Background: an optimization exercise with open tools, aiming at small area and a short achievable clock period. Do not read the settings as production practice. In this exercise RTL edits were held to simulation tests only and were not proved equivalent to the original. Power is estimated from default activity; no workload was simulated.

## flow/flow/run.sh

```bash
#!/bin/bash
set -euo pipefail
export BUFFER_PORTS_ARGS="-buffer_cell sky130_fd_sc_hd__buf_2"
export CTS_ARGS="-sink_clustering_enable -repair_clock_nets -dont_use_dummy_load -sink_clustering_size 30 -sink_clustering_max_diameter 80"
bash standard.sh > flow_make.log 2>&1
```

## flow/standard.sh

```bash
#!/bin/bash
# synth_recipe.tcl (not shown) runs the flow's synth.tcl, then flattens the netlist and writes it again
# the make line also repeats each setting of config.mk as NAME=value (left out here)
make -C /OpenROAD-flow-scripts/flow DESIGN_CONFIG=/design/flow/config.mk WORK_HOME=/design/flow/orfs CLKGATE_MAP_FILE= SYNTH_SCRIPT=/design/flow/synth_recipe.tcl "${@:-finish}"
```

## flow/config.mk

```make
export PLATFORM = sky130hd
export DESIGN_NAME = if_stage
export DESIGN_NICKNAME = if_stage
export VERILOG_FILES = /design/flow/design.v
export SDC_FILE = /design/flow/constraint.sdc
export NUM_CORES = 4
export LEC_CHECK = 0
export CAP_MARGIN = 5
export CORE_MARGIN = 2
export CORE_UTILIZATION = 55
export SETUP_SLACK_MARGIN = 3.5
export SLEW_MARGIN = 5
```

## flow/constraint.sdc

```tcl
create_clock -name core_clock -period 6.0 [get_ports {clk}]
set_input_delay 1.2000 -clock core_clock [delete_from_list [all_inputs] [get_ports {clk}]]
set_output_delay 1.2000 -clock core_clock [all_outputs]
set_load 0.01 [all_outputs]
```

## flow/design.v

```verilog
module if_stage #(
    parameter int unsigned BTB_IDX_BITS = 4,
    parameter logic [31:0] RESET_PC     = 32'h0000_0000,
    parameter logic [31:0] NOP_INST     = 32'h0000_0013
) (
    input  logic        clk,
    input  logic        reset,
    input  logic        stall,
    input  logic        flush,
    input  logic [31:0] redirect_pc,
    input  logic        upd_valid,
    input  logic [31:0] upd_pc,
    input  logic        upd_taken,
    input  logic [31:0] upd_target,
    output logic [31:0] imem_addr,
    input  logic [31:0] imem_inst,
    output logic [31:0] if_id_inst,
    output logic [31:0] if_id_pc,
    output logic        if_id_valid,
    output logic        if_id_pred_taken,
    output logic [31:0] if_id_pred_target
);
    localparam int unsigned ENTRIES = 1 << BTB_IDX_BITS;
    localparam int unsigned TAG_W   = 30 - BTB_IDX_BITS;
    logic [31:0] pc_q;
    logic [31:0] inst_q;
    logic [31:0] id_pc_q;
    logic        valid_q;
    logic        pt_q;
    logic [31:0] ptgt_q;
    logic [ENTRIES-1:0]            btb_v_q;
    logic [ENTRIES-1:0][TAG_W-1:0] btb_tag_q;
    logic [ENTRIES-1:0][31:0]      btb_tgt_q;
    logic [ENTRIES-1:0][1:0]       btb_ctr_q;
    logic [BTB_IDX_BITS-1:0] idx, uidx;
    logic [ENTRIES-1:0]      lhit_e, uhit_e, usel;
    logic                    pred_taken;
    logic [31:0]             tgt_rd, pc_inc;
    logic                    unused_upd_lsb;
    assign unused_upd_lsb = ^upd_pc[1:0];
    assign idx  = pc_q[BTB_IDX_BITS+1:2];
    assign uidx = upd_pc[BTB_IDX_BITS+1:2];
    always_comb begin
        for (int e = 0; e < ENTRIES; e++) begin
            lhit_e[e] = btb_v_q[e] && btb_ctr_q[e][1] && (btb_tag_q[e] == pc_q[31:BTB_IDX_BITS+2]);
            uhit_e[e] = btb_v_q[e] && (btb_tag_q[e] == upd_pc[31:BTB_IDX_BITS+2]);
            usel[e]   = upd_valid && (uidx == e[BTB_IDX_BITS-1:0]);
        end
    end
    assign pred_taken = lhit_e[idx];
    assign tgt_rd     = btb_tgt_q[idx];
    assign pc_inc     = pc_q + 32'd4;
    logic        adv, clr;
    logic [31:0] pc_hold, ptgt_hold;
    logic [31:0] pc_tk, pc_nt, ptgt_tk, ptgt_nt;
    assign clr       = reset || flush;
    assign adv       = !clr && !stall;
    assign pc_hold   = reset ? RESET_PC : (flush ? redirect_pc : pc_q);
    assign ptgt_hold = clr ? 32'd0 : ptgt_q;
    assign pc_tk     = adv ? tgt_rd : pc_hold;
    assign pc_nt     = adv ? pc_inc : pc_hold;
    assign ptgt_tk   = adv ? tgt_rd : ptgt_hold;
    assign ptgt_nt   = adv ? pc_inc : ptgt_hold;
    always_ff @(posedge clk) begin
        pc_q    <= pred_taken ? pc_tk : pc_nt;
        ptgt_q  <= pred_taken ? ptgt_tk : ptgt_nt;
        pt_q    <= adv ? pred_taken : (!clr && pt_q);
        if (clr) begin
            inst_q  <= NOP_INST;
            id_pc_q <= 32'd0;
            valid_q <= 1'b0;
        end else if (!stall) begin
            inst_q  <= imem_inst;
            id_pc_q <= pc_q;
            valid_q <= 1'b1;
        end
    end
    always_ff @(posedge clk) begin
        for (int e = 0; e < ENTRIES; e++) begin
            if (reset)
                btb_v_q[e] <= 1'b0;
            else if (usel[e] && upd_taken)
                btb_v_q[e] <= 1'b1;
        end
    end
    always_ff @(posedge clk) begin
        for (int e = 0; e < ENTRIES; e++) begin
            if (usel[e] && upd_taken) begin
                btb_tag_q[e] <= upd_pc[31:BTB_IDX_BITS+2];
                btb_tgt_q[e] <= upd_target;
            end
            if (usel[e]) begin
                if (uhit_e[e]) begin
                    if (upd_taken) begin
                        if (btb_ctr_q[e] != 2'd3) btb_ctr_q[e] <= btb_ctr_q[e] + 2'd1;
                    end else begin
                        if (btb_ctr_q[e] != 2'd0) btb_ctr_q[e] <= btb_ctr_q[e] - 2'd1;
                    end
                end else if (upd_taken) begin
                    btb_ctr_q[e] <= 2'b10;
                end
            end
        end
    end
    assign imem_addr         = pc_q;
    assign if_id_inst        = inst_q;
    assign if_id_pc          = id_pc_q;
    assign if_id_valid       = valid_q;
    assign if_id_pred_taken  = pt_q;
    assign if_id_pred_target = ptgt_q;
endmodule
```

==> qor.txt, run 1 <==
==================================================================================
Reported max-cap violation count                                                 0
Estimated wirelength of the detail-placed design                           97.2 mm
Critical register-to-register path endpoint                           ptgt_q[24]$_DFF_P_
I/O pin count                                                                  264
Unrepaired setup endpoints after global routing                                yes
Worst path required time                                                   6.60 ns
Maximum fanout along the worst path                                              8
Startpoint of the lowest-slack register-to-register path              pc_q[21]$_DFF_P_
Die Outline Area                                                         91900 um2
Total wire length after detailed routing                                    177 mm
Yosys warning count                                                              1
Final period demand of the worst path                                      2.98 ns
Largest area contributor in the synthesized netlist                   sky130_fd_sc_hd__edfxtp_1
CTS Hold Buffers Added                                                           0
Area share of the leading cell type in the synthesized netlist               58.7%
Type of the worst setup path                                               reg2reg
Share of layout cells above drive strength 1                                 31.0%
Sequential element share of the synthesized area                             64.6%
Depth of the most critical reg-to-reg path                                      13
Wire length of the first global-routing pass                                241 mm
Signed area change from the synthesized netlist to the final layout          21.1%
Post-DR vias/cell                                                             6.61
Total number of vias                                                         32318
Worst setup startpoint                                                pc_q[21]$_DFF_P_
TritonCTS clock tree                                                         built
Dominant register cell in the synthesized netlist                     sky130_fd_sc_hd__edfxtp_1
Overall die width                                                           303 um
Via count of the first global-routing pass                                   31239
Leakage dissipation                                                      0.0202 uW
Number of enable flip-flop cells after synthesis                               962
CTS clk-pin slew, worst paths                                              0.11 ns
Final hold violation count                                                       0
TritonCTS sink count                                                          1106
Cell area after technology mapping                                       49200 um2
Antenna violations before repair                                                12
Leading post-synthesis cells by instance count                        sky130_fd_sc_hd__edfxtp_1 (962), sky130_fd_sc_hd__xnor2_1 (606), sky130_fd_sc_hd__xor2_1 (286)
Sum of overflow across all layers after global routing                           0
Initial core utilization                                                     55.6%
Row cnt                                                                        109
Num CTS Buffers                                                                 50
Maximum clock skew at final layout                                       0.0705 ns
Startpoint types                                                          register
Number of pins with negative max-slew slack in the final report                  0
Height of the chip                                                          303 um
Ranking of synthesized cells by area                                  sky130_fd_sc_hd__edfxtp_1 (59%), sky130_fd_sc_hd__xnor2_1 (11%), sky130_fd_sc_hd__mux4_2 (7.3%)
Relative slew margins                                                        36.4%
Nets in the synthesized netlist                                               3307
Reg-to-reg setup timing slack                                              3.02 ns
Deepest level of the CTS H-tree                                                  2
PD cells                                                                251 nW/um2
Slew at the pin closest to its max-slew limit                             0.954 ns
Port bufs                                                                      261
Crit share post-route                                                        49.7%
Outcome                                           no timing/DRC/antenna violations
Drt wl/cell                                                                36.2 um
Clock tree root driver cell                                           sky130_fd_sc_hd__clkbuf_16
Mean instance size in the synthesized netlist                             15.5 um2
Total placed cells including tap cells                                        4533
Source-to-sink clock delay at the later pin of the worst-skew pair         0.68 ns
Total core area                                                          88500 um2
CP endpoint kind                                                          register
Peak supply drop                                                        0.000302 V
Detail Route Antenna Nets                                                        0
Max frequency                                                            0.335 GHz
Placer's final routability congestion estimate                               0.923
Final setup violation count                                                      0
Class of the tightest hold or removal check                                reg2reg
Async S/R FF share, synth                                                       0%
Most frequent cell after synthesis                                    sky130_fd_sc_hd__edfxtp_1
Pin count of the biggest net entering global routing                            60
Worst-case clock buffer depth                                                    3
Router iterations before antenna repair                                          5
Endpoint of the most critical setup path                              ptgt_q[24]$_DFF_P_
Overall Global Routing Usage                                                 37.9%
Starting DRC count in detailed routing                                        4406
Final net count                                                               3853
Arrival time of the worst setup path                                       3.59 ns
Cell variety after synth                                                        49
Cell count after synthesis                                                    3172
Sum of negative setup slack                                                   0 ns
Number of storage elements in the synthesis netlist                           1106
DR DRC count                                                                     0
Post-route non-filler standard cell count                                     4889
==================================================================================
==> worst max-delay path: stages (launching register included) <==
cell	delay (ns)
sky130_fd_sc_hd__dfxtp_4	0.38
sky130_fd_sc_hd__buf_4	0.20
sky130_fd_sc_hd__buf_4	0.18
sky130_fd_sc_hd__xor2_1	0.17
sky130_fd_sc_hd__nor4_1	0.31
sky130_fd_sc_hd__nand4_1	0.25
sky130_fd_sc_hd__nor3_4	0.31
sky130_fd_sc_hd__o22ai_4	0.18
sky130_fd_sc_hd__a211oi_4	0.26
sky130_fd_sc_hd__buf_6	0.18
sky130_fd_sc_hd__buf_12	0.11
sky130_fd_sc_hd__buf_16	0.16
sky130_fd_sc_hd__o21ai_1	0.10
sky130_fd_sc_hd__o211ai_1	0.10
==> worst min-delay path by stage <==
stage	startpoint	end	slack, ns	cells past startpoint
after floorplan	btb_v_q[8]$_SDFFE_PP0P_	btb_v_q[8]$_SDFFE_PP0P_	0.45	2
after global placement	inst_q[4]$_SDFFE_PP1N_	inst_q[4]$_SDFFE_PP1N_	0.44	1
after detailed placement	pt_q$_DFF_P_	pt_q$_DFF_P_	0.45	2
after CTS	pt_q$_DFF_P_	pt_q$_DFF_P_	0.47	2
after global routing	inst_q[10]$_SDFFE_PP0N_	inst_q[10]$_SDFFE_PP0N_	0.48	1
final	pt_q$_DFF_P_	pt_q$_DFF_P_	0.47	2
==> layer usage <==
layer	track usage (%)	wire length, um	part of all wire [%]
met1	51.1	65900	37
met5	0	54	0.030
met2	59.6	82700	47
met4	19.3	11100	6.3
met3	6.92	17500	9.9
==> report_power, final <==
part / switching [uW] / internal, uW / total (uW)
combinational: 1380 / 1130 / 2510
sequential: 137 / 8460 / 8600
clock: 2350 / 1490 / 3840
==> kinds of logic (layout without fill, tap and decap cells) <==
logic type	count (synthesis)	after routing	share of synthesized area, %
xor+xnor	892	892	15.9
flops	1106	1106	64.6
mux	188	188	7.96
fa+ha+maj	1	1	0.0254
buf+inv	205	734	2.28
other cells	0	8	0
simple gates	568	581	6.24
compound gates	212	214	3.04
==> sequential cells by signal (all words and copies together), names as in the netlist, 16 cells and up <==
name	flops
btb_tgt_q	512
id_pc_q	32
btb_tag_q	416
btb_v_q	16
ptgt_q	32
inst_q	32
pc_q	32
btb_ctr_q	32
==> cell usage in the layout, fill, tap and decap left out, types with 13 or more instances in the layout <==
master                      netlist  layout
sky130_fd_sc_hd__o21ai_1         27      34
sky130_fd_sc_hd__nor2_4           0      17
sky130_fd_sc_hd__nand3_1         59      58
sky130_fd_sc_hd__nand2_1        114     103
sky130_fd_sc_hd__o211ai_1        61      61
sky130_fd_sc_hd__or4_4            0      18
sky130_fd_sc_hd__buf_16           0      25
sky130_fd_sc_hd__a21oi_2          0      16
sky130_fd_sc_hd__dfxtp_4          0      29
sky130_fd_sc_hd__buf_2           73     214
sky130_fd_sc_hd__mux2_2          26      26
sky130_fd_sc_hd__nand4_1        169     169
sky130_fd_sc_hd__nor2_1          60      43
sky130_fd_sc_hd__mux4_2         160     160
sky130_fd_sc_hd__nor4_2           2      13
sky130_fd_sc_hd__clkbuf_16        0      54
sky130_fd_sc_hd__nor4_1          84      56
sky130_fd_sc_hd__nor3_1          23      17
sky130_fd_sc_hd__nor2b_1         20      16
sky130_fd_sc_hd__dfxtp_1        144     112
sky130_fd_sc_hd__xnor2_2          0      49
sky130_fd_sc_hd__xor2_1         286     283
sky130_fd_sc_hd__a22o_1          55      55
sky130_fd_sc_hd__buf_6           20      89
sky130_fd_sc_hd__bufbuf_16        0      14
sky130_fd_sc_hd__buf_8            0      29
sky130_fd_sc_hd__xnor2_1        606     554
sky130_fd_sc_hd__nor4_4           0      17
sky130_fd_sc_hd__buf_4           29     211
sky130_fd_sc_hd__buf_12           0      88
sky130_fd_sc_hd__edfxtp_1       962     962
==> cell type report <==
class / instances / area [um2]
Inverter: 9 / 37.5
Fill cell: 6219 / 28900
Sequential cell: 1106 / 31900
Multi-Input combinational cell: 1876 / 17800
Clock buffer: 50 / 1250
Timing Repair Buffer: 675 / 7110
Tap cell: 1165 / 1460
Antenna cell: 8 / 20.0
==> per-stage QoR <==
step / hold WS (ns) / power, uW / utilization, % / setup slack [ns] / cell area [um2]
after floorplan: 0.454 / 9850 / - / 2.57 / 49500
after global placement: 0.439 / 10600 / 59.2 / 1.65 / 52400
after detailed placement: 0.452 / 10600 / 59.2 / 1.62 / 52400
after CTS: 0.467 / 14800 / 66.3 / 3.09 / 58700
after global routing: 0.483 / 15300 / 67.3 / 2.99 / 59600
final: 0.466 / 14900 / 67.3 / 3.02 / 59600
==> repair_timing <==
action,CTS,global route
pin swaps,80,19
resized for setup,546,88
buffers inserted,224,34
hold endpoints to repair,0,0
cloned,32,8
setup endpoints to repair,1030,381
==> inputs of run 2 (changes only) <==
==> flow/config.mk (replaced) <==
export PLATFORM = sky130hd
export DESIGN_NAME = if_stage
export DESIGN_NICKNAME = if_stage
export VERILOG_FILES = /design/flow/design.v
export SDC_FILE = /design/flow/constraint.sdc
export NUM_CORES = 4
export LEC_CHECK = 0
export CAP_MARGIN = 20
export CORE_MARGIN = 2
export CORE_UTILIZATION = 45
export PLACE_DENSITY = 0.75
export SETUP_SLACK_MARGIN = 3.5
export SLEW_MARGIN = 20
==> qor.txt, run 2 <==
==================================================================================
CP endpoint kind                                                          register
Final hold violation count                                                       0   unchanged
Port bufs                                                                      261   unchanged
Nets in the synthesized netlist                                               3307   unchanged
Die Outline Area                                                        112000 um2   +22%
Final setup violation count                                                      0   unchanged
Antenna violations before repair                                                19   +7
Most common cell after layout, fill and taps aside                    sky130_fd_sc_hd__edfxtp_1
Flip-flop count of the largest register, all copies and words added            512   unchanged
Final period demand of the worst path                                      3.00 ns   +0.0158 ns
Largest area contributor in the synthesized netlist                   sky130_fd_sc_hd__edfxtp_1
Sum of overflow across all layers after global routing                           0   unchanged
Leading post-synthesis cells by instance count                        sky130_fd_sc_hd__edfxtp_1 (962), sky130_fd_sc_hd__xnor2_1 (606), sky130_fd_sc_hd__xor2_1 (286)
Number of pins with negative max-slew slack in the final report                  0   unchanged
Pin count of the biggest net entering global routing                            67   +12%
Cell variety after synth                                                        49   unchanged
TritonCTS clock tree                                                         built
Internal power component                                                  11100 uW   +0.20%
Register with the most flip-flops                                        btb_tgt_q
Ranking of synthesized cells by area                                  sky130_fd_sc_hd__edfxtp_1 (59%), sky130_fd_sc_hd__xnor2_1 (11%), sky130_fd_sc_hd__mux4_2 (7.3%)
Cell area after technology mapping                                       49200 um2   unchanged
Worst setup slack before clock tree synthesis                              1.63 ns   +0.00239 ns
Startpoint types                                                          register
Worst hold slack after final layout                                       0.451 ns   -0.0155 ns
Minimum setup slack in the final design                                    3.00 ns   -0.0158 ns
Overall die width                                                           335 um   +10%
CTS clk-pin slew, worst paths                                              0.11 ns   about the same
Startpoint of the lowest-slack register-to-register path              pc_q[21]$_DFF_P_
Depth of the most critical reg-to-reg path                                      12   -1
Crit share post-route                                                        50.0%   +0.26 points
CTS Hold Buffers Added                                                           0   unchanged
Type of the worst setup path                                               reg2reg
I/O pin count                                                                  264   unchanged
Class of the tightest hold or removal check                                reg2reg
Dominant register cell in the synthesized netlist                     sky130_fd_sc_hd__edfxtp_1
Source-to-sink clock delay at the later pin of the worst-skew pair         0.70 ns   +0.02 ns
Total core area                                                         109000 um2   +23%
Net switching power of the design                                          3900 uW   +1.0%
Async S/R FF share, synth                                                       0%   unchanged
Deepest level of the CTS H-tree                                                  2   unchanged
Yosys warning count                                                              1   unchanged
Reg-to-reg setup timing slack                                              3.00 ns   -0.02 ns
Total wire length after detailed routing                                    175 mm   -1.2%
Final net count                                                               3939   +2.2%
Maximum clock skew at final layout                                       0.0863 ns   +0.0158 ns
Unrepaired setup endpoints after global routing                                yes
Mean instance size in the synthesized netlist                             15.5 um2   unchanged
Worst path required time                                                   6.61 ns   about the same
Total number of vias                                                         33262   +2.9%
Share of layout cells above drive strength 1                                 33.8%   +2.9 points
Detail Route Antenna Nets                                                        0   unchanged
Initial core utilization                                                     45.3%   -10 points
Share of power burned in combinational logic                                 17.8%   +1.0 points
Post-DR vias/cell                                                             6.36   -3.7%
Reported max-cap violation count                                                 0   unchanged
Num CTS Buffers                                                                 47   -6.0%
Worst-case clock buffer depth                                                    3   unchanged
Height of the chip                                                          335 um   +10%
Cell count after synthesis                                                    3172   unchanged
Router iterations before antenna repair                                          6   +1
Net switching share of the total power                                       26.0%   +0.16 points
DR DRC count                                                                     0   unchanged
Placer's final routability congestion estimate                               0.897   -2.8%
Biggest registers after layout                                        btb_tgt_q: 512 flops, btb_tag_q: 416 flops
TritonCTS sink count                                                          1106   unchanged
Worst setup startpoint                                                pc_q[21]$_DFF_P_
Outcome                                           no timing/DRC/antenna violations
PD cells                                                                244 nW/um2   -2.6%
Clock network fraction of design power                                       24.9%   -0.8 points
Overall Global Routing Usage                                                 30.1%   -7.9 points
Most frequent cells in the layout                                     sky130_fd_sc_hd__edfxtp_1 (962), sky130_fd_sc_hd__xnor2_1 (538), sky130_fd_sc_hd__xor2_1 (279), sky130_fd_sc_hd__buf_4 (262), sky130_fd_sc_hd__buf_2 (206)
Maximum fanout along the worst path                                              6   -2
Most frequent cell after synthesis                                    sky130_fd_sc_hd__edfxtp_1
Area share of the leading cell type in the synthesized netlist               58.7%   unchanged
Number of storage elements in the synthesis netlist                           1106   unchanged
Relative slew margins                                                        12.7%   -24 points
Min-delay src                                                         pt_q$_DFF_P_
Leakage dissipation                                                      0.0209 uW   +3.5%
Peak supply drop                                                        0.000232 V   -23%
Wire length of the first global-routing pass                                237 mm   -1.3%
Worst hold path depth                                                            2   unchanged
Post-route non-filler standard cell count                                     5226   +6.9%
Number of enable flip-flop cells after synthesis                               962   unchanged
Total placed cells including tap cells                                        4785   +5.6%
End point of the most critical hold path                              pt_q$_DFF_P_
Sum of negative setup slack                                                   0 ns   unchanged
Critical register-to-register path endpoint                           ptgt_q[6]$_DFF_P_
Clock tree root driver cell                                           sky130_fd_sc_hd__clkbuf_16
Max frequency                                                            0.333 GHz   -0.53%
Signed area change from the synthesized netlist to the final layout          24.9%
Estimated wirelength of the detail-placed design                           92.7 mm   -4.7%
Row cnt                                                                        121   +11%
Sequential element share of the synthesized area                             64.6%   unchanged
Slew at the pin closest to its max-slew limit                              1.31 ns   +0.354 ns
Starting DRC count in detailed routing                                        5350   +21%
Arrival time of the worst setup path                                       3.61 ns   +0.02 ns
Flop pwr share                                                               57.4%   about the same
Via count of the first global-routing pass                                   31143   -0.31%
Drt wl/cell                                                                33.5 um   -7.6%
==================================================================================
-- run 2: worst max-delay path, cell delays in order, from the launching register on --
cell and delay (ns):
sky130_fd_sc_hd__dfxtp_4 0.51, sky130_fd_sc_hd__buf_12 0.18, sky130_fd_sc_hd__buf_12 0.14, sky130_fd_sc_hd__xnor2_2 0.07, sky130_fd_sc_hd__nand4_1 0.14, sky130_fd_sc_hd__nor4_4 0.06, sky130_fd_sc_hd__a22oi_2 0.40, sky130_fd_sc_hd__a2bb2oi_4 0.12
sky130_fd_sc_hd__buf_12 0.16, sky130_fd_sc_hd__a2111o_2 0.54, sky130_fd_sc_hd__buf_12 0.20, sky130_fd_sc_hd__buf_8 0.14, sky130_fd_sc_hd__o211ai_1 0.21
-- run 2: metal layers --
metal | global-route usage (%) | routed length (um) | vias to the layer above
met5 | 0 | 173 | -
met4 | 14.6 | 11100 | 20
met3 | 9.36 | 26800 | 622
met2 | 44.9 | 76300 | 2712
met1 | 40.0 | 60700 | 16717
li1 | - | - | 13191
-- run 2: what timing repair did --
item / CTS / global route
pin swaps: 123 / 88
endpoints found under the setup margin: 1042 / 283
resized for setup: 549 / 184
hold endpoints to repair: 0 / 0
buffers inserted: 275 / 74
gates cloned: 30 / 5
-- run 2: cells by family after synthesis --
logic type	after synthesis	share of synthesized area (%)
mux	188	7.96
compound gates	212	3.04
buf+inv	205	2.28
flops	1106	64.6
fa+ha+maj	1	0.0254
simple gates	568	6.24
xor+xnor	892	15.9
-- run 2: worst max path at each step --
stage | to | slack [ns]
floorplan | btb_ctr_q[4]$_SDFFCE_PN0P_ | 2.57
global route | ptgt_q[6]$_DFF_P_ | 3.00
CTS | ptgt_q[21]$_DFF_P_ | 3.07
detailed placement | btb_ctr_q[7]$_SDFFCE_PN1P_ | 1.63
finish | ptgt_q[6]$_DFF_P_ | 3.00
global placement | btb_ctr_q[7]$_SDFFCE_PN1P_ | 1.64
-- run 2: area by class of cell --
cell class / count / area (um2)
Fill cell: 8082 / 47300
Sequential cell: 1106 / 31900
Multi-Input combinational cell: 1873 / 18300
Timing Repair Buffer: 767 / 8260
Tap cell: 1414 / 1770
Clock buffer: 47 / 1180
Inverter: 9 / 40.0
Antenna cell: 10 / 25.0
-- run 2: power groups by stage --
stage                     Sequential [uW]  Combinational, uW  Clock (uW)
after floorplan                      8720               1130           0
after global placement               8950               1600           0
after detailed placement             8960               1610           0
after CTS                            8590               2440        3710
after global routing                 8610               2710        3950
final                                8610               2660        3740
-- run 2: stage by stage --
stage                     utilization (%)  power (uW)  instance area [um2]
final                                56.5       15000                61400
after global routing                 56.5       15300                61400
after CTS                            54.8       14700                59600
after detailed placement             48.4       10600                52600
after global placement               48.4       10500                52600
after floorplan                         -        9850                49500
==> inputs of run 3 (changes only) <==
==> flow/flow/run.sh (replaced) <==
#!/bin/bash
set -euo pipefail
export BUFFER_PORTS_ARGS="-buffer_cell sky130_fd_sc_hd__buf_2"
export CTS_ARGS="-sink_clustering_enable -repair_clock_nets -dont_use_dummy_load"
bash standard.sh > flow_make.log 2>&1
--- a/flow/config.mk
+++ b/flow/config.mk
@@ -7,7 +7,6 @@
 export LEC_CHECK = 0
 export CAP_MARGIN = 20
 export CORE_MARGIN = 2
-export CORE_UTILIZATION = 45
-export PLACE_DENSITY = 0.75
+export CORE_UTILIZATION = 55
 export SETUP_SLACK_MARGIN = 3.5
 export SLEW_MARGIN = 20
==> qor.txt, run 3 <==
==================================================================================
Flop pwr share                                                               49.9%   -7.5 points
I/O pin count                                                                  264   unchanged
Max stage delay on crit path                                               0.43 ns   -0.11 ns
Most common cell after layout, fill and taps aside                    sky130_fd_sc_hd__edfxtp_1
Sequential element share of the synthesized area                             64.6%   unchanged
Overall Global Routing Usage                                                 38.6%   +8.6 points
Reg-to-reg setup timing slack                                              2.95 ns   -0.05 ns
Crit share post-route                                                        50.9%   +0.85 points
TritonCTS clock tree                                                         built
Port bufs                                                                      261   unchanged
Via count of the first global-routing pass                                   31979   +2.7%
Met3 layer usage reported by global route                                    8.60%   -0.76 points
Depth of the most critical reg-to-reg path                                      12   unchanged
Height of the chip                                                          303 um   -9.4%
Crit-path slowest cell                                                sky130_fd_sc_hd__dfxtp_4
Internal power component                                                  13000 uW   +17%
Worst path required time                                                   6.58 ns   -0.03 ns
Die Outline Area                                                         91900 um2   -18%
Class of the tightest hold or removal check                                reg2reg
Type of the worst setup path                                               reg2reg
Total core area                                                          88500 um2   -19%
End point of the most critical hold path                              pt_q$_DFF_P_
Multi-input logic area                                                   18200 um2   -0.29%
Total placed cells including tap cells                                        4533   -5.3%
Largest delay share family, worst path                                compound AO/OA/AOI/OAI gates
Placer's final routability congestion estimate                               0.923   +2.9%
Number of enable flip-flop cells after synthesis                               962   unchanged
Critical register-to-register path endpoint                           pc_q[12]$_DFF_P_
Global Route met2 Usage                                                      60.6%   +16 points
Ranking of synthesized cells by area                                  sky130_fd_sc_hd__edfxtp_1 (59%), sky130_fd_sc_hd__xnor2_1 (11%), sky130_fd_sc_hd__mux4_2 (7.3%)
Share of layout cells above drive strength 1                                 33.4%   -0.40 points
Flip-flop count of the largest register, all copies and words added            512   unchanged
Area share of the leading cell type in the synthesized netlist               58.7%   unchanged
Leading post-synthesis cells by instance count                        sky130_fd_sc_hd__edfxtp_1 (962), sky130_fd_sc_hd__xnor2_1 (606), sky130_fd_sc_hd__xor2_1 (286)
Buffering stage count on the worst path with inverters included                  4   -1
Async S/R FF share, synth                                                       0%   unchanged
Wire length of the first global-routing pass                                244 mm   +2.8%
CTS clk-pin slew, worst paths                                              0.06 ns   -0.05 ns
Leakage dissipation                                                      0.0213 uW   +2.2%
Startpoint types                                                          register
Drt wl/cell                                                                36.1 um   +7.8%
Maximum fanout along the worst path                                             10   +4
Final hold violation count                                                       0   unchanged
Max frequency                                                            0.328 GHz   -1.7%
Clock tree root driver cell                                           sky130_fd_sc_hd__clkbuf_16
Final setup violation count                                                      0   unchanged
TritonCTS sink count                                                          1106   unchanged
Min-delay src                                                         pt_q$_DFF_P_
Sum of overflow across all layers after global routing                           0   unchanged
Post-DR vias/cell                                                             6.57   +3.2%
Final period demand of the worst path                                      3.05 ns   +0.0509 ns
CP endpoint kind                                                          register
Worst hold slack after final layout                                       0.457 ns   +0.00548 ns
Cell variety after synth                                                        49   unchanged
Cell-by-cell trace of the critical path                               buf_8, xor2_1, nor4_2, nand3_1, o22ai_2, o22ai_4, a211oi_4, buf_6, buf_12, buf_12, o21ai_4, o211ai_1
Number of pins with negative max-slew slack in the final report                  0   unchanged
Total wire length after detailed routing                                    179 mm   +2.3%
GR met1 Demand/Resource                                                      50.9%   +11 points
Register with the most flip-flops                                        btb_tgt_q
Share of power burned in combinational logic                                 15.2%   -2.6 points
Largest area contributor in the synthesized netlist                   sky130_fd_sc_hd__edfxtp_1
Mean instance size in the synthesized netlist                             15.5 um2   unchanged
CTS Hold Buffers Added                                                           0   unchanged
Net switching share of the total power                                       24.8%   -1.2 points
Number of storage elements in the synthesis netlist                           1106   unchanged
Signed area change from the synthesized netlist to the final layout          26.2%
Slew at the pin closest to its max-slew limit                             0.957 ns   -0.351 ns
Nets in the synthesized netlist                                               3307   unchanged
Yosys warning count                                                              1   unchanged
Reported max-cap violation count                                                 0   unchanged
Num CTS Buffers                                                                114   +140%
Clock network fraction of design power                                       34.9%   +10 points
Biggest registers after layout                                        btb_tgt_q: 512 flops, btb_tag_q: 416 flops
Final net count                                                               3931   -0.20%
Pin count of the biggest net entering global routing                            60   -10%
Worst-case clock buffer depth                                                    3   unchanged
Most prevalent standard cell on the critical path                     sky130_fd_sc_hd__buf_12
DR DRC count                                                                     0   unchanged
Arrival time of the worst setup path                                       3.63 ns   +0.02 ns
Dominant register cell in the synthesized netlist                     sky130_fd_sc_hd__edfxtp_1
Power, Total                                                              17300 uW   +15%
Outcome                                           no timing/DRC/antenna violations
Unrepaired setup endpoints after global routing                                yes
PD cells                                                                278 nW/um2   +14%
Estimated wirelength of the detail-placed design                           97.2 mm   +4.9%
Overall die width                                                           303 um   -9.4%
Post-route non-filler standard cell count                                     4963   -5.0%
Startpoint of the lowest-slack register-to-register path              pc_q[22]$_DFF_P_
Most Used Layer, Global Route                                                 met2
Maximum clock skew at final layout                                       0.0837 ns   -0.00263 ns
Starting DRC count in detailed routing                                        4253   -21%
Filler cell count                                                             5884   -27%
Total number of vias                                                         32608   -2.0%
Cell area after technology mapping                                       49200 um2   unchanged
Cell count after synthesis                                                    3172   unchanged
Sum of negative setup slack                                                   0 ns   unchanged
Worst hold path depth                                                            2   unchanged
Most frequent cells in the layout                                     sky130_fd_sc_hd__edfxtp_1 (962), sky130_fd_sc_hd__xnor2_1 (541), sky130_fd_sc_hd__xor2_1 (284), sky130_fd_sc_hd__buf_2 (211), sky130_fd_sc_hd__buf_4 (199)
Sequential Area                                                          31900 um2   about the same
Most frequent cell after synthesis                                    sky130_fd_sc_hd__edfxtp_1
Relative slew margins                                                        36.2%   +23 points
Initial core utilization                                                     55.6%   +10 points
Deepest level of the CTS H-tree                                                  3   +1
Antenna violations before repair                                                10   -9
Net switching power of the design                                          4290 uW   +9.9%
Row cnt                                                                        109   -9.9%
Router iterations before antenna repair                                          5   -1
Detail Route Antenna Nets                                                        0   unchanged
Source-to-sink clock delay at the later pin of the worst-skew pair         0.73 ns   +0.03 ns
Peak supply drop                                                        0.000365 V   +57%
==================================================================================
==> run 3: changes by cell type in the layout (fill, tap and decap cells not counted), moves of 6 or more <==
| cell | delta |
|---|---|
| sky130_fd_sc_hd__buf_12 | -20 |
| sky130_fd_sc_hd__buf_4 | -63 |
| sky130_fd_sc_hd__buf_6 | -8 |
| sky130_fd_sc_hd__bufbuf_16 | +7 |
| sky130_fd_sc_hd__clkbuf_16 | +68 |
| sky130_fd_sc_hd__diode_2 | -6 |
| sky130_fd_sc_hd__o21ai_4 | +10 |
==> run 3: worst min-delay path, delay by kind of cell (launching register included) <==
family / cells / cell delay [ns]
flip-flops: 1 / 0.32
AND/OR/NAND/NOR: 2 / 0.09
==> run 3: how the worst max path moves through the flow <==
| stage | from | to | slack (ns) | cells past startpoint |
|---|---|---|---|---|
| after floorplan | upd_pc[31] | btb_ctr_q[4]$_SDFFCE_PN0P_ | 2.57 | 8 |
| after global placement | upd_pc[7] | btb_ctr_q[8]$_SDFFCE_PN0P_ | 1.65 | 8 |
| after detailed placement | upd_pc[7] | btb_ctr_q[9]$_SDFFCE_PN1P_ | 1.62 | 8 |
| after CTS | pc_q[23]$_DFF_P_ | pc_q[7]$_DFF_P_ | 3.06 | 12 |
| after global routing | pc_q[17]$_DFF_P_ | pc_q[7]$_DFF_P_ | 2.93 | 13 |
| final | pc_q[22]$_DFF_P_ | pc_q[12]$_DFF_P_ | 2.95 | 12 |
==> run 3: power by group through the flow <==
stage,logic (uW),registers [uW],clock network [uW]
floorplan,1130,8720,0
global placement,1740,8870,0
detailed placement,1750,8880,0
CTS,2470,8610,6070
global route,2670,8620,6340
finish,2620,8620,6030
==> run 3: kinds of logic (layout without fill, tap and decap cells) <==
logic type	count (synthesis)	count (layout)	synth area share, %
flops	1106	1106	64.6
xor+xnor	892	892	15.9
simple gates	568	578	6.24
compound gates	212	215	3.04
buf+inv	205	814	2.28
mux	188	188	7.96
fa+ha+maj	1	1	0.0254
other cells	0	4	0
==> run 3: cell type report <==
cell class	count	share of cell area (%)
sequential	1106	51.4
multi-input combinational	1874	29.3
timing repair buffer	691	12.3
clock buffer	114	4.59
tap	1165	2.35
inverter	9	0.0604
antenna	4	0.0161
==> run 3: per-stage QoR <==
step           cell area, um2  worst slack (ns)  utilization, %
3_5_place_dp            52400              1.62            59.2
3_3_place_gp            52400              1.65            59.2
2_1_floorplan           49500              2.57               -
5_1_grt                 62100              2.93            70.2
4_1_cts                 60800              3.06            68.6
6_report                62100              2.95            70.2
==> run 3: metal layers <==
metal / share of wire (%) / vias up
met2: 47 / 2165
met1: 36 / 16723
met5: 0.031 / -
li1: - / 13185
met3: 11 / 527
met4: 6.2 / 8
==> run 3: what timing repair did <==
item | CTS | global route
pin swaps | 111 | 65
buffers inserted | 222 | 47
gates cloned | 39 | 4
gates resized for setup | 593 | 140
setup endpoints to repair | 998 | 285
==> inputs of run 4 (changes only) <==
==> flow/flow/run.sh (replaced) <==
#!/bin/bash
set -euo pipefail
export BUFFER_PORTS_ARGS="-buffer_cell sky130_fd_sc_hd__buf_2"
export CTS_ARGS="-sink_clustering_enable -repair_clock_nets -dont_use_dummy_load -sink_clustering_size 25 -sink_clustering_max_diameter 70"
bash standard.sh > flow_make.log 2>&1
--- a/flow/config.mk
+++ b/flow/config.mk
@@ -7,6 +7,6 @@
 export LEC_CHECK = 0
 export CAP_MARGIN = 20
 export CORE_MARGIN = 2
-export CORE_UTILIZATION = 55
+export CORE_UTILIZATION = 60
 export SETUP_SLACK_MARGIN = 3.5
 export SLEW_MARGIN = 20
==> qor.txt, run 4 <==
==================================================================================
Leakage dissipation                                                      0.0208 uW   -2.6%
Clock tree root driver cell                                           sky130_fd_sc_hd__clkbuf_16
Height of the chip                                                          290 um   -4.2%
Antenna violations before repair                                                10   unchanged
Number of storage elements in the synthesis netlist                           1106   unchanged
Area share of the leading cell type in the synthesized netlist               58.7%   unchanged
Overall die width                                                           290 um   -4.2%
Cell area after technology mapping                                       49200 um2   unchanged
Unrepaired setup endpoints after global routing                                yes
Cell count after synthesis                                                    3172   unchanged
Ranking of synthesized cells by area                                  sky130_fd_sc_hd__edfxtp_1 (59%), sky130_fd_sc_hd__xnor2_1 (11%), sky130_fd_sc_hd__mux4_2 (7.3%)
Outcome                                           no timing/DRC/antenna violations
Most frequent cell after synthesis                                    sky130_fd_sc_hd__edfxtp_1
Row cnt                                                                        105   -3.7%
Final hold violation count                                                       0   unchanged
Final period demand of the worst path                                      3.12 ns   +0.0726 ns
Total placed cells including tap cells                                        4443   -2.0%
Post-route non-filler standard cell count                                     4840   -2.5%
Overall Global Routing Usage                                                 42.8%   +4.1 points
Startpoint types                                                          register
Final setup violation count                                                      0   unchanged
Crit share post-route                                                        52.1%   +1.2 points
Final net count                                                               3899   -0.81%
CTS Hold Buffers Added                                                           0   unchanged
Type of the worst setup path                                               reg2reg
Max frequency                                                            0.320 GHz   -2.3%
Nets in the synthesized netlist                                               3307   unchanged
Worst path required time                                                   6.54 ns   -0.04 ns
Leading post-synthesis cells by instance count                        sky130_fd_sc_hd__edfxtp_1 (962), sky130_fd_sc_hd__xnor2_1 (606), sky130_fd_sc_hd__xor2_1 (286)
Internal power component                                                  11400 uW   -13%
Estimated wirelength of the detail-placed design                           97.0 mm   -0.26%
Total number of vias                                                         33342   +2.3%
Placer's final routability congestion estimate                               0.934   +1.1%
Starting DRC count in detailed routing                                        4361   +2.5%
Worst setup slack before clock tree synthesis                              1.65 ns   +0.0219 ns
Sequential element share of the synthesized area                             64.6%   unchanged
Port bufs                                                                      261   unchanged
Dominant register cell in the synthesized netlist                     sky130_fd_sc_hd__edfxtp_1
Initial core utilization                                                     60.3%   +4.7 points
Reported max-cap violation count                                                 0   unchanged
Sum of overflow across all layers after global routing                           0   unchanged
Worst-case clock buffer depth                                                    3   unchanged
Total wire length after detailed routing                                    183 mm   +2.3%
TritonCTS sink count                                                          1106   unchanged
Minimum setup slack in the final design                                    2.88 ns   -0.0726 ns
Class of the tightest hold or removal check                                reg2reg
Arrival time of the worst setup path                                       3.66 ns   +0.03 ns
Register with the most flip-flops                                        btb_tgt_q
Net switching share of the total power                                       25.9%   +1.1 points
CTS clk-pin slew, worst paths                                              0.10 ns   +0.04 ns
Sum of negative setup slack                                                   0 ns   unchanged
Flop pwr share                                                               56.1%   +6.2 points
PD cells                                                                251 nW/um2   -9.5%
Maximum fanout along the worst path                                             12   +2
Peak supply drop                                                        0.000253 V   -31%
CP endpoint kind                                                          register
Yosys warning count                                                              1   unchanged
Slew at the pin closest to its max-slew limit                             0.797 ns   -0.160 ns
Clock network fraction of design power                                       26.6%   -8.3 points
Router iterations before antenna repair                                          6   +1
Deepest level of the CTS H-tree                                                  2   -1
Async S/R FF share, synth                                                       0%   unchanged
Largest area contributor in the synthesized netlist                   sky130_fd_sc_hd__edfxtp_1
Post-DR vias/cell                                                             6.89   +4.8%
Flip-flop count of the largest register, all copies and words added            512   unchanged
Signed area change from the synthesized netlist to the final layout          23.9%
Total core area                                                          81600 um2   -7.8%
Detail Route Antenna Nets                                                        0   unchanged
Via count of the first global-routing pass                                   32195   +0.68%
Most common cell after layout, fill and taps aside                    sky130_fd_sc_hd__edfxtp_1
Source-to-sink clock delay at the later pin of the worst-skew pair         0.69 ns   -0.04 ns
DR DRC count                                                                     0   unchanged
Wire length of the first global-routing pass                                249 mm   +2.2%
Drt wl/cell                                                                37.9 um   +4.9%
Power, Total                                                              15300 uW   -11%
Maximum clock skew at final layout                                       0.0724 ns   -0.0112 ns
Mean instance size in the synthesized netlist                             15.5 um2   unchanged
Pin count of the biggest net entering global routing                            60   unchanged
TritonCTS clock tree                                                         built
Share of layout cells above drive strength 1                                 33.0%   -0.41 points
Cell variety after synth                                                        49   unchanged
Number of enable flip-flop cells after synthesis                               962   unchanged
Net switching power of the design                                          3970 uW   -7.4%
Relative slew margins                                                        46.8%   +11 points
Number of pins with negative max-slew slack in the final report                  0   unchanged
Filler cell count                                                             5020   -15%
I/O pin count                                                                  264   unchanged
Most frequent cells in the layout                                     sky130_fd_sc_hd__edfxtp_1 (962), sky130_fd_sc_hd__xnor2_1 (541), sky130_fd_sc_hd__xor2_1 (279), sky130_fd_sc_hd__buf_4 (227), sky130_fd_sc_hd__buf_2 (215)
Num CTS Buffers                                                                 57   -50%
Die Outline Area                                                         84300 um2   -8.2%
Share of power burned in combinational logic                                 17.3%   +2.1 points
Biggest registers after layout                                        btb_tgt_q: 512 flops, btb_tag_q: 416 flops
==================================================================================
==> run 4: what timing repair did <==
item | CTS | global route
resized for setup | 630 | 123
setup buffers | 231 | 60
setup endpoints to repair | 1084 | 386
cloned | 36 | 5
pin swaps | 140 | 48
==> run 4: layout make-up <==
class                   instances  area, um2  area share, %
flip-flops and latches       1106      31900           52.3
multi-input cells            1872      18300           30.1
diodes                          8       20.0         0.0329
repair buffers                718       7910           13.0
well taps                    1070       1340           2.20
inverters                       9       40.0         0.0657
clock buffers                  57       1430           2.34
==> run 4: final timing paths <==
path | start | to | slack, ns | depth (start not counted)
min reg2reg | pt_q$_DFF_P_ | pt_q$_DFF_P_ | 0.45 | 2
max reg2reg | pc_q[25]$_DFF_P_ | pc_q[16]$_DFF_P_ | 2.88 | 12
max | pc_q[25]$_DFF_P_ | pc_q[16]$_DFF_P_ | 2.88 | 12
min | pt_q$_DFF_P_ | pt_q$_DFF_P_ | 0.45 | 2
==> run 4: power by group through the flow <==
stage	Combinational (uW)	Clock [uW]	Sequential [uW]
CTS	2470	4050	8590
floorplan	1130	0	8720
global route	2700	4290	8600
global placement	1760	0	8820
finish	2660	4070	8590
detailed placement	1780	0	8830
==> run 4: cells by family after synthesis <==
kind of cell / Yosys count / synth area share [%]
flip-flops: 1106 / 64.6
adder cells (fa/ha/maj): 1 / 0.0254
XOR/XNOR: 892 / 15.9
AND/OR/NAND/NOR: 568 / 6.24
buffers and inverters: 205 / 2.28
multiplexers: 188 / 7.96
AO/OA/AOI/OAI: 212 / 3.04
==> run 4: through the flow <==
step | hold slack (ns) | util, % | instance area, um2
2_1_floorplan | 0.454 | - | 49500
3_3_place_gp | 0.435 | 63.9 | 52200
3_5_place_dp | 0.436 | 63.9 | 52200
4_1_cts | 0.449 | 73.0 | 59500
5_1_grt | 0.468 | 74.7 | 60900
6_report | 0.450 | 74.7 | 60900
==> run 4: routing by layer <==
metal,global-route usage (%),routed length [um]
met5,0,0
met4,30.0,16900
met3,9.11,22200
met2,66.0,82100
met1,54.6,62000
==> run 4: worst max-delay path, cell delays in order (launching register included) <==
cell                       delay [ns]
sky130_fd_sc_hd__dfxtp_4         0.38
sky130_fd_sc_hd__buf_12          0.13
sky130_fd_sc_hd__buf_8           0.13
sky130_fd_sc_hd__buf_8           0.15
sky130_fd_sc_hd__xor2_1          0.17
sky130_fd_sc_hd__nor3_1          0.07
sky130_fd_sc_hd__nand4_1         0.16
sky130_fd_sc_hd__o22ai_4         0.15
sky130_fd_sc_hd__o22ai_4         0.32
sky130_fd_sc_hd__nand2_2         0.10
sky130_fd_sc_hd__a2111o_2        0.60
sky130_fd_sc_hd__buf_12          0.20
sky130_fd_sc_hd__o211ai_1        0.40
==> inputs of run 5 (changes only) <==
--- a/flow/design.v
+++ b/flow/design.v
@@ -23,6 +23,7 @@
     localparam int unsigned ENTRIES = 1 << BTB_IDX_BITS;
     localparam int unsigned TAG_W   = 30 - BTB_IDX_BITS;
     logic [31:0] pc_q;
+    logic [ENTRIES-1:0] pc_oh_q;    
     logic [31:0] inst_q;
     logic [31:0] id_pc_q;
     logic        valid_q;
@@ -32,13 +33,12 @@
     logic [ENTRIES-1:0][TAG_W-1:0] btb_tag_q;
     logic [ENTRIES-1:0][31:0]      btb_tgt_q;
     logic [ENTRIES-1:0][1:0]       btb_ctr_q;
-    logic [BTB_IDX_BITS-1:0] idx, uidx;
+    logic [BTB_IDX_BITS-1:0] uidx;
     logic [ENTRIES-1:0]      lhit_e, uhit_e, usel;
     logic                    pred_taken;
     logic [31:0]             tgt_rd, pc_inc;
     logic                    unused_upd_lsb;
     assign unused_upd_lsb = ^upd_pc[1:0];
-    assign idx  = pc_q[BTB_IDX_BITS+1:2];
     assign uidx = upd_pc[BTB_IDX_BITS+1:2];
     always_comb begin
         for (int e = 0; e < ENTRIES; e++) begin
@@ -47,8 +47,12 @@
             usel[e]   = upd_valid && (uidx == e[BTB_IDX_BITS-1:0]);
         end
     end
-    assign pred_taken = lhit_e[idx];
-    assign tgt_rd     = btb_tgt_q[idx];
+    always_comb begin
+        tgt_rd = '0;
+        for (int e = 0; e < ENTRIES; e++)
+            tgt_rd = tgt_rd | (btb_tgt_q[e] & {32{pc_oh_q[e]}});
+    end
+    assign pred_taken = |(lhit_e & pc_oh_q);
     assign pc_inc     = pc_q + 32'd4;
     logic        adv, clr;
     logic [31:0] pc_hold, ptgt_hold;
@@ -61,7 +65,19 @@
     assign pc_nt     = adv ? pc_inc : pc_hold;
     assign ptgt_tk   = adv ? tgt_rd : ptgt_hold;
     assign ptgt_nt   = adv ? pc_inc : ptgt_hold;
+    logic [ENTRIES-1:0] oh_hold, oh_tk, oh_nt, oh_inc, oh_tgt, oh_redir;
+    always_comb begin
+        oh_tgt   = '0;
+        oh_redir = '0;
+        oh_tgt[tgt_rd[BTB_IDX_BITS+1:2]]        = 1'b1;
+        oh_redir[redirect_pc[BTB_IDX_BITS+1:2]] = 1'b1;
+    end
+    assign oh_inc  = {pc_oh_q[ENTRIES-2:0], pc_oh_q[ENTRIES-1]};
+    assign oh_hold = reset ? ENTRIES'(1) << RESET_PC[BTB_IDX_BITS+1:2] : (flush ? oh_redir : pc_oh_q);
+    assign oh_tk   = adv ? oh_tgt : oh_hold;
+    assign oh_nt   = adv ? oh_inc : oh_hold;
     always_ff @(posedge clk) begin
+        pc_oh_q <= pred_taken ? oh_tk : oh_nt;
         pc_q    <= pred_taken ? pc_tk : pc_nt;
         ptgt_q  <= pred_taken ? ptgt_tk : ptgt_nt;
         pt_q    <= adv ? pred_taken : (!clr && pt_q);
==> flow/run.sh (new file) <==
#!/bin/bash
# synth_recipe.tcl (not shown) runs the flow's synth.tcl, then flattens the netlist and writes it again
# the make line also repeats each setting of config.mk as NAME=value (left out here)
make -C /OpenROAD-flow-scripts/flow DESIGN_CONFIG=/design/flow/config.mk WORK_HOME=/design/flow/orfs CLKGATE_MAP_FILE= SYNTH_SCRIPT=/design/flow/synth_recipe.tcl finish
--- a/flow/config.mk
+++ b/flow/config.mk
@@ -7,6 +7,6 @@
 export LEC_CHECK = 0
 export CAP_MARGIN = 20
 export CORE_MARGIN = 2
-export CORE_UTILIZATION = 60
+export CORE_UTILIZATION = 55
 export SETUP_SLACK_MARGIN = 3.5
 export SLEW_MARGIN = 20
removed: flow/flow/run.sh
removed: flow/standard.sh
==> qor.txt, run 5 <==
==================================================================================
Slew at the pin closest to its max-slew limit                             0.829 ns   +0.0321 ns
Mean instance size in the synthesized netlist                             13.8 um2   -11%
Startpoint types                                                          register
Overall Global Routing Usage                                                 42.2%   -0.57 points
Largest area contributor in the synthesized netlist                   sky130_fd_sc_hd__edfxtp_1
Num CTS Buffers                                                                114   +100%
Cell count after synthesis                                                    3650   +15%
Unrepaired setup endpoints after global routing                                yes
TritonCTS sink count                                                          1122   +1.4%
Crit-path slowest cell                                                sky130_fd_sc_hd__or4_4
Most frequent cells in the layout                                     sky130_fd_sc_hd__edfxtp_1 (962), sky130_fd_sc_hd__xnor2_1 (393), sky130_fd_sc_hd__xor2_1 (352), sky130_fd_sc_hd__buf_4 (239), sky130_fd_sc_hd__nand4_1 (185)
Worst-case clock buffer depth                                                    3   unchanged
Worst path required time                                                   6.65 ns   +0.11 ns
Type of the worst setup path                                               reg2reg
Overall die width                                                           306 um   +5.5%
Register with the most flip-flops                                        btb_tgt_q
End point of the most critical hold path                              id_pc_q[1]$_SDFFE_PP0N_
Total number of vias                                                         38060   +14%
Yosys warning count                                                              1   unchanged
Largest delay share family, worst path                                simple AND/OR/NAND/NOR gates
Final period demand of the worst path                                      2.98 ns   -0.148 ns
Sum of overflow across all layers after global routing                           0   unchanged
Antenna violations before repair                                                 8   -2
Number of storage elements in the synthesis netlist                           1122   +1.4%
Cell-by-cell trace of the critical path                               buf_12, buf_6, xor2_2, nor4_1, nand3_1, o22ai_2, or4_4, buf_12, buf_6, or2_4, o221ai_1
TritonCTS clock tree                                                         built
CTS clk-pin slew, worst paths                                              0.06 ns   -0.04 ns
Depth of the most critical reg-to-reg path                                      11   -1
Flip-flop count of the largest register, all copies and words added            512   unchanged
Clock tree root driver cell                                           sky130_fd_sc_hd__clkbuf_16
Relative slew margins                                                        44.7%   -2.1 points
Starting DRC count in detailed routing                                        5024   +15%
Cell variety after synth                                                        55   +12%
Async S/R FF share, synth                                                       0%   unchanged
CP endpoint kind                                                          register
Initial core utilization                                                     55.7%   -4.6 points
Pin count of the biggest net entering global routing                            86   +43%
Source-to-sink clock delay at the later pin of the worst-skew pair         0.75 ns   +0.06 ns
Signed area change from the synthesized netlist to the final layout          31.5%
Reported max-cap violation count                                                 0   unchanged
Number of enable flip-flop cells after synthesis                               962   unchanged
Drt wl/cell                                                                36.3 um   -4.1%
Peak supply drop                                                        0.000279 V   +10%
Final hold violation count                                                       0   unchanged
Share of layout cells above drive strength 1                                 28.7%   -4.4 points
Critical register-to-register path endpoint                           pc_oh_q[14]$_DFF_P_
Deepest level of the CTS H-tree                                                  3   +1
Total number of cells along the worst setup path                                11   -1
Max stage delay on crit path                                               0.67 ns   +0.07 ns
Final net count                                                               4436   +14%
Buffering stage count on the worst path with inverters included                  4   unchanged
Outcome                                           no timing/DRC/antenna violations
Max frequency                                                            0.336 GHz   +5.0%
Class of the tightest hold or removal check                                reg2reg
Placer's final routability congestion estimate                               0.975   +4.4%
Filler cell count                                                             5750   +15%
Biggest registers after layout                                        btb_tgt_q: 512 flops, btb_tag_q: 416 flops
Nets in the synthesized netlist                                               3793   +15%
Arrival time of the worst setup path                                       3.62 ns   -0.04 ns
Detail Route Antenna Nets                                                        0   unchanged
Most common cell after layout, fill and taps aside                    sky130_fd_sc_hd__edfxtp_1
Maximum clock skew at final layout                                       0.0467 ns   -0.0257 ns
Final setup violation count                                                      0   unchanged
Sequential Area                                                          32300 um2   +1.3%
Ranking of synthesized cells by area                                  sky130_fd_sc_hd__edfxtp_1 (57%), sky130_fd_sc_hd__xnor2_1 (8.1%), sky130_fd_sc_hd__xor2_1 (7.5%)
Estimated wirelength of the detail-placed design                            113 mm   +16%
Port bufs                                                                      261   unchanged
Worst hold path depth                                                            2   unchanged
Most frequent cell after synthesis                                    sky130_fd_sc_hd__edfxtp_1
Area share of the leading cell type in the synthesized netlist               57.4%   -1.3 points
Crit share post-route                                                        49.6%   -2.5 points
PD cells                                                                274 nW/um2   +9.1%
Sum of negative setup slack                                                   0 ns   unchanged
Multi-input logic area                                                   19600 um2   +6.8%
Router iterations before antenna repair                                          5   -1
Via count of the first global-routing pass                                   36971   +15%
Worst setup slack before clock tree synthesis                              1.50 ns   -0.147 ns
Total core area                                                          90300 um2   +11%
I/O pin count                                                                  264   unchanged
Number of pins with negative max-slew slack in the final report                  0   unchanged
Dominant register cell in the synthesized netlist                     sky130_fd_sc_hd__edfxtp_1
Die Outline Area                                                         93900 um2   +11%
Leakage dissipation                                                      0.0233 uW   +12%
Min-delay src                                                         id_pc_q[1]$_SDFFE_PP0N_
Reg-to-reg setup timing slack                                              3.02 ns   +0.15 ns
Maximum fanout along the worst path                                              7   -5
Total wire length after detailed routing                                    202 mm   +10%
Post-DR vias/cell                                                             6.83   -0.86%
DR DRC count                                                                     0   unchanged
Leading post-synthesis cells by instance count                        sky130_fd_sc_hd__edfxtp_1 (962), sky130_fd_sc_hd__xnor2_1 (463), sky130_fd_sc_hd__xor2_1 (429)
Cell area after technology mapping                                       50300 um2   +2.3%
Sequential element share of the synthesized area                             63.8%   -0.79 points
Row cnt                                                                        110   +4.8%
CTS Hold Buffers Added                                                           0   unchanged
Wire length of the first global-routing pass                                277 mm   +11%
Minimum setup slack in the final design                                    3.02 ns   +0.148 ns
Height of the chip                                                          306 um   +5.5%
Startpoint of the lowest-slack register-to-register path              pc_q[24]$_DFF_P_
==================================================================================
## run 5: logic make-up (layout without fill, tap and decap cells)
logic type      after synthesis  in the layout  synth area share [%]
flops                      1122           1122                  63.8
simple gates                824            831                  9.09
fa+ha+maj                     9              9                 0.224
xor+xnor                    892            892                  15.5
other cells                   0              3                     0
mux                          32             32                 0.647
compound gates              517            517                  8.08
buf+inv                     254            991                  2.64
## run 5: worst max-delay path by stage
| stage | slack, ns | from | end |
|---|---|---|---|
| floorplan | 2.33 | upd_taken | btb_tag_q[312]$_DFFE_PP_ |
| global placement | 1.56 | upd_pc[29] | btb_ctr_q[24]$_SDFFCE_PN0P_ |
| detailed placement | 1.50 | upd_pc[14] | btb_ctr_q[29]$_SDFFCE_PN1P_ |
| CTS | 3.11 | pc_q[25]$_DFF_P_ | pc_oh_q[2]$_DFF_P_ |
| global route | 2.97 | pc_q[10]$_DFF_P_ | pc_oh_q[4]$_DFF_P_ |
| finish | 3.02 | pc_q[24]$_DFF_P_ | pc_oh_q[14]$_DFF_P_ |
## run 5: layout make-up
class                   instances  area share (%)
clock inverters                52           0.812
inverters                      13          0.0795
flip-flops and latches       1122            48.8
clock buffers                 165            4.99
repair buffers                761            13.5
multi-input cells            2281            29.6
diodes                          3          0.0114
well taps                    1176            2.22
## run 5: routing by layer
metal	part of all wire, %	GRT usage (%)	up-vias
met3	13	10.7	768
met2	44	64.1	2932
li1	-	-	15325
met4	7.9	27.2	8
met1	35	54.1	19027
met5	0.023	0	-
## run 5: timing repair
action / in CTS / in global routing
endpoints found under the setup margin: 1282 / 402
gates resized for setup: 1237 / 226
buffers inserted: 276 / 50
pin swaps: 99 / 82
cloned: 23 / 10
## run 5: per-stage QoR
stage | power [uW] | hold WS (ns) | instance area [um2] | util [%] | instances
after floorplan | 9630 | 0.462 | 50400 | - | 3650
after global placement | 10400 | 0.438 | 54500 | 60.3 | 4994
after detailed placement | 10400 | 0.438 | 54500 | 60.3 | 4994
after CTS | 17900 | 0.446 | 64200 | 71.1 | 5510
after global routing | 18500 | 0.463 | 66100 | 73.2 | 5571
final | 18100 | 0.447 | 66100 | 73.3 | 5573
## run 5: where the power goes
group	total [uW]	internal [uW]	switching (uW)
clock network	7270	4130	3130
registers	8690	8570	122
logic	2180	917	1270
total	18100	13600	4520
## run 5: worst reg2reg max path: cells and delay by family (launching register included)
family | cells | cell delay (ns)
buffers and inverters | 4 | 0.76
DFF | 1 | 0.37
and+or+nand+nor | 4 | 1.22
xor gates and xnor gates | 1 | 0.21
AOI/OAI and AO/OA | 2 | 0.33
==> inputs of run 6 (changes only) <==
--- a/flow/config.mk
+++ b/flow/config.mk
@@ -8,5 +8,5 @@
 export CAP_MARGIN = 20
 export CORE_MARGIN = 2
 export CORE_UTILIZATION = 55
-export SETUP_SLACK_MARGIN = 3.5
+export SETUP_SLACK_MARGIN = 3.8
 export SLEW_MARGIN = 20
==> qor.txt, run 6 <==
==================================================================================
CTS Hold Buffers Added                                                           0   unchanged
TritonCTS sink count                                                          1122   unchanged
Worst hold path depth                                                            2   unchanged
Placer's final routability congestion estimate                               0.975   unchanged
Number of pins with negative max-slew slack in the final report                  0   unchanged
Estimated wirelength of the detail-placed design                            113 mm   unchanged
Detail Route Antenna Nets                                                        0   unchanged
Number of enable flip-flop cells after synthesis                               962   unchanged
Area share of the leading cell type in the synthesized netlist               57.4%   unchanged
Largest area contributor in the synthesized netlist                   sky130_fd_sc_hd__edfxtp_1
Min-delay src                                                         id_pc_q[1]$_SDFFE_PP0N_
Maximum clock skew at final layout                                       0.0438 ns   -0.00298 ns
Starting DRC count in detailed routing                                        5476   +9.0%
Cell area after technology mapping                                       50300 um2   unchanged
CP endpoint kind                                                          register
TritonCTS clock tree                                                         built
Height of the chip                                                          306 um   unchanged
Max stage delay on crit path                                               0.56 ns   -0.11 ns
Critical register-to-register path endpoint                           pc_oh_q[15]$_DFF_P_
Drt wl/cell                                                                36.9 um   +1.5%
Flip-flop count of the largest register, all copies and words added            512   unchanged
Wire length of the first global-routing pass                                284 mm   +2.3%
Share of layout cells above drive strength 1                                 31.6%   +2.9 points
Most frequent cell after synthesis                                    sky130_fd_sc_hd__edfxtp_1
Final setup violation count                                                      0   unchanged
Router iterations before antenna repair                                          8   +3
Biggest registers after layout                                        btb_tgt_q: 512 flops, btb_tag_q: 416 flops
Initial core utilization                                                     55.7%   unchanged
Leading post-synthesis cells by instance count                        sky130_fd_sc_hd__edfxtp_1 (962), sky130_fd_sc_hd__xnor2_1 (463), sky130_fd_sc_hd__xor2_1 (429)
Max frequency                                                            0.331 GHz   -1.4%
Worst path required time                                                   6.62 ns   -0.03 ns
Async S/R FF share, synth                                                       0%   unchanged
Via count of the first global-routing pass                                   37670   +1.9%
Peak supply drop                                                        0.000278 V   about the same
Cell count after synthesis                                                    3650   unchanged
Slew at the pin closest to its max-slew limit                             0.838 ns   +0.00828 ns
Final period demand of the worst path                                      3.02 ns   +0.0412 ns
Cell variety after synth                                                        55   unchanged
Source-to-sink clock delay at the later pin of the worst-skew pair         0.75 ns   about the same
Crit share post-route                                                        50.3%   +0.69 points
CTS clk-pin slew, worst paths                                              0.06 ns   about the same
Depth of the most critical reg-to-reg path                                       9   -2
Die Outline Area                                                         93900 um2   unchanged
Antenna violations before repair                                                 9   +1
Final net count                                                               4496   +1.4%
Leakage dissipation                                                      0.0239 uW   +2.7%
Signed area change from the synthesized netlist to the final layout          34.7%
I/O pin count                                                                  264   unchanged
End point of the most critical hold path                              id_pc_q[1]$_SDFFE_PP0N_
Row cnt                                                                        110   unchanged
Outcome                                           no timing/DRC/antenna violations
Crit-path slowest cell                                                sky130_fd_sc_hd__or4_4
Reg-to-reg setup timing slack                                              2.98 ns   -0.04 ns
Arrival time of the worst setup path                                       3.64 ns   +0.02 ns
Worst-case clock buffer depth                                                    3   unchanged
PD cells                                                                269 nW/um2   -1.9%
Port bufs                                                                      261   unchanged
Sum of negative setup slack                                                   0 ns   unchanged
Most frequent cells in the layout                                     sky130_fd_sc_hd__edfxtp_1 (962), sky130_fd_sc_hd__xnor2_1 (374), sky130_fd_sc_hd__xor2_1 (359), sky130_fd_sc_hd__buf_4 (274), sky130_fd_sc_hd__buf_6 (226)
Most common cell after layout, fill and taps aside                    sky130_fd_sc_hd__edfxtp_1
Unrepaired setup endpoints after global routing                                yes
Class of the tightest hold or removal check                                reg2reg
Mean instance size in the synthesized netlist                             13.8 um2   unchanged
Number of storage elements in the synthesis netlist                           1122   unchanged
Sequential element share of the synthesized area                             63.8%   unchanged
Maximum fanout along the worst path                                             22   +15
Total core area                                                          90300 um2   unchanged
Yosys warning count                                                              1   unchanged
Relative slew margins                                                        44.2%   -0.55 points
Nets in the synthesized netlist                                               3793   unchanged
Register with the most flip-flops                                        btb_tgt_q
Overall Global Routing Usage                                                 43.3%   +1.1 points
Clock tree root driver cell                                           sky130_fd_sc_hd__clkbuf_16
DR DRC count                                                                     0   unchanged
Total wire length after detailed routing                                    208 mm   +2.7%
Power, Total                                                              18200 uW   +0.52%
Deepest level of the CTS H-tree                                                  3   unchanged
Ranking of synthesized cells by area                                  sky130_fd_sc_hd__edfxtp_1 (57%), sky130_fd_sc_hd__xnor2_1 (8.1%), sky130_fd_sc_hd__xor2_1 (7.5%)
Cell-by-cell trace of the critical path                               buf_4, xor2_1, nor4_1, nand4_1, o22ai_1, or4_4, buf_12, or2_4, o221ai_1
Pin count of the biggest net entering global routing                            63   -27%
Total number of vias                                                         38791   +1.9%
Post-DR vias/cell                                                             6.88   +0.80%
Startpoint of the lowest-slack register-to-register path              pc_q[9]$_DFF_P_
Sum of overflow across all layers after global routing                           0   unchanged
Dominant register cell in the synthesized netlist                     sky130_fd_sc_hd__edfxtp_1
Startpoint types                                                          register
Post-route non-filler standard cell count                                     5635   +1.1%
Final hold violation count                                                       0   unchanged
Num CTS Buffers                                                                114   unchanged
Type of the worst setup path                                               reg2reg
Overall die width                                                           306 um   unchanged
Reported max-cap violation count                                                 0   unchanged
Total placed cells including tap cells                                        4994   unchanged
==================================================================================
## run 6: cell counts after synthesis
Identical to the previous run, type by type.
## run 6: metal layers
| layer | vias up | wire [um] | global-route usage, % | share of wire, % |
|---|---|---|---|---|
| met5 | - | 58 | 0 | 0.028 |
| met4 | 10 | 16900 | 28.8 | 8.1 |
| met3 | 833 | 27600 | 10.3 | 13 |
| met2 | 3143 | 91300 | 65.6 | 44 |
| met1 | 19353 | 72000 | 55.9 | 35 |
| li1 | 15452 | - | - | - |
## run 6: critical path, delay by kind of cell (launching register included)
family	cells	cell delay, ns
DFF	1	0.48
and+or+nand+nor	4	1.26
AOI/OAI and AO/OA	2	0.47
buffers and inverters	2	0.44
xor gates and xnor gates	1	0.20
## run 6: repair_timing
item / 4_1_cts / 5_1_grt
pin swaps: 117 / 70
resized for setup: 1527 / 174
endpoints found under the setup margin: 1282 / 626
setup buffers: 324 / 55
cloned: 32 / 8
## run 6: how the worst max path moves through the flow
stage | start | depth (start not counted) | end | slack [ns]
after floorplan | upd_taken | 3 | btb_tag_q[312]$_DFFE_PP_ | 2.33
after global placement | upd_pc[29] | 9 | btb_ctr_q[24]$_SDFFCE_PN0P_ | 1.56
after detailed placement | upd_pc[14] | 7 | btb_ctr_q[29]$_SDFFCE_PN1P_ | 1.50
after CTS | pc_q[25]$_DFF_P_ | 11 | pc_oh_q[2]$_DFF_P_ | 3.11
after global routing | pc_q[7]$_DFF_P_ | 11 | pc_q[26]$_DFF_P_ | 3.00
final | pc_q[9]$_DFF_P_ | 9 | pc_oh_q[15]$_DFF_P_ | 2.98
## run 6: cells by family (layout without fill, tap and decap cells)
| logic type | count (synthesis) | after routing | synth area share [%] |
|---|---|---|---|
| xor gates and xnor gates | 892 | 892 | 15.5 |
| and+or+nand+nor | 824 | 834 | 9.09 |
| DFF | 1122 | 1122 | 63.8 |
| other | 0 | 5 | 0 |
| adders and majority gates | 9 | 9 | 0.224 |
| buffers and inverters | 254 | 1048 | 2.64 |
| muxes | 32 | 32 | 0.647 |
| AOI/OAI and AO/OA | 517 | 517 | 8.08 |
## run 6: report_power, final
group	switching [uW]	total, uW	internal (uW)
combinational	1300	2280	974
clock	3130	7260	4130
sequential	126	8700	8570
## run 6: stage by stage
| step | hold WS, ns | setup WS (ns) | area [um2] | util [%] |
|---|---|---|---|---|
| after floorplan | 0.462 | 2.33 | 50400 | - |
| after global placement | 0.438 | 1.56 | 54500 | 60.3 |
| after detailed placement | 0.438 | 1.50 | 54500 | 60.3 |
| after CTS | 0.451 | 3.11 | 66100 | 73.2 |
| after global routing | 0.465 | 3.00 | 67700 | 75.0 |
| final | 0.452 | 2.98 | 67800 | 75.0 |
## run 6: area by class of cell
class / instances / area (um2)
Antenna cell: 5 / 12.5
Clock buffer: 165 / 3300
Clock inverter: 52 / 537
Fill cell: 5534 / 22500
Inverter: 13 / 52.6
Multi-Input combinational cell: 2284 / 19800
Sequential cell: 1122 / 32400
Tap cell: 1176 / 1470
Timing Repair Buffer: 818 / 10200

-- separate check: timing with driven ports --
In the flow no input, the clock included, has a driving cell. The finished layouts below were timed again as built, in two steps.
Step 1 sets driving cells, clkbuf_16 on the clock port and buf_2 on the other inputs (assumed; they add their load-dependent delay and slew).
Step 2 times the ports against the registers' clock, not the clock port: input delays grow and output delays shrink by t, the midpoint of the rising clock arrivals with the driver on.
Slacks: ideal ports / drivers / drivers and shift; pairs: ideal ports / drivers.
| run | shift t [ns] | slack for setup (ns) | worst setup path after step 2 | worst data-port slew with drivers (ns) |
|---|---|---|---|---|
| run 1 | 0.718 | 3.015 / 3.015 / 2.547 | input to register | 0.27 |
| run 2 | 0.712 | 2.999 / 2.999 / 2.430 | input to register | 0.28 |
| run 3 | 0.763 | 2.948 / 2.948 / 2.438 | input to register | 0.23 |
| run 4 | 0.728 | 2.876 / 2.876 / 2.480 | input to register | 0.28 |
| run 5 | 0.805 | 3.024 / 3.024 / 2.313 | input to register | 0.31 |
| run 6 | 0.800 | 2.982 / 2.982 / 2.362 | input to register | 0.29 |
After both steps every run listed still meets setup and hold. For run 5, which loses most, drivers alone change the setup slack by 0.000 ns; drivers and shift together by -0.711 ns.
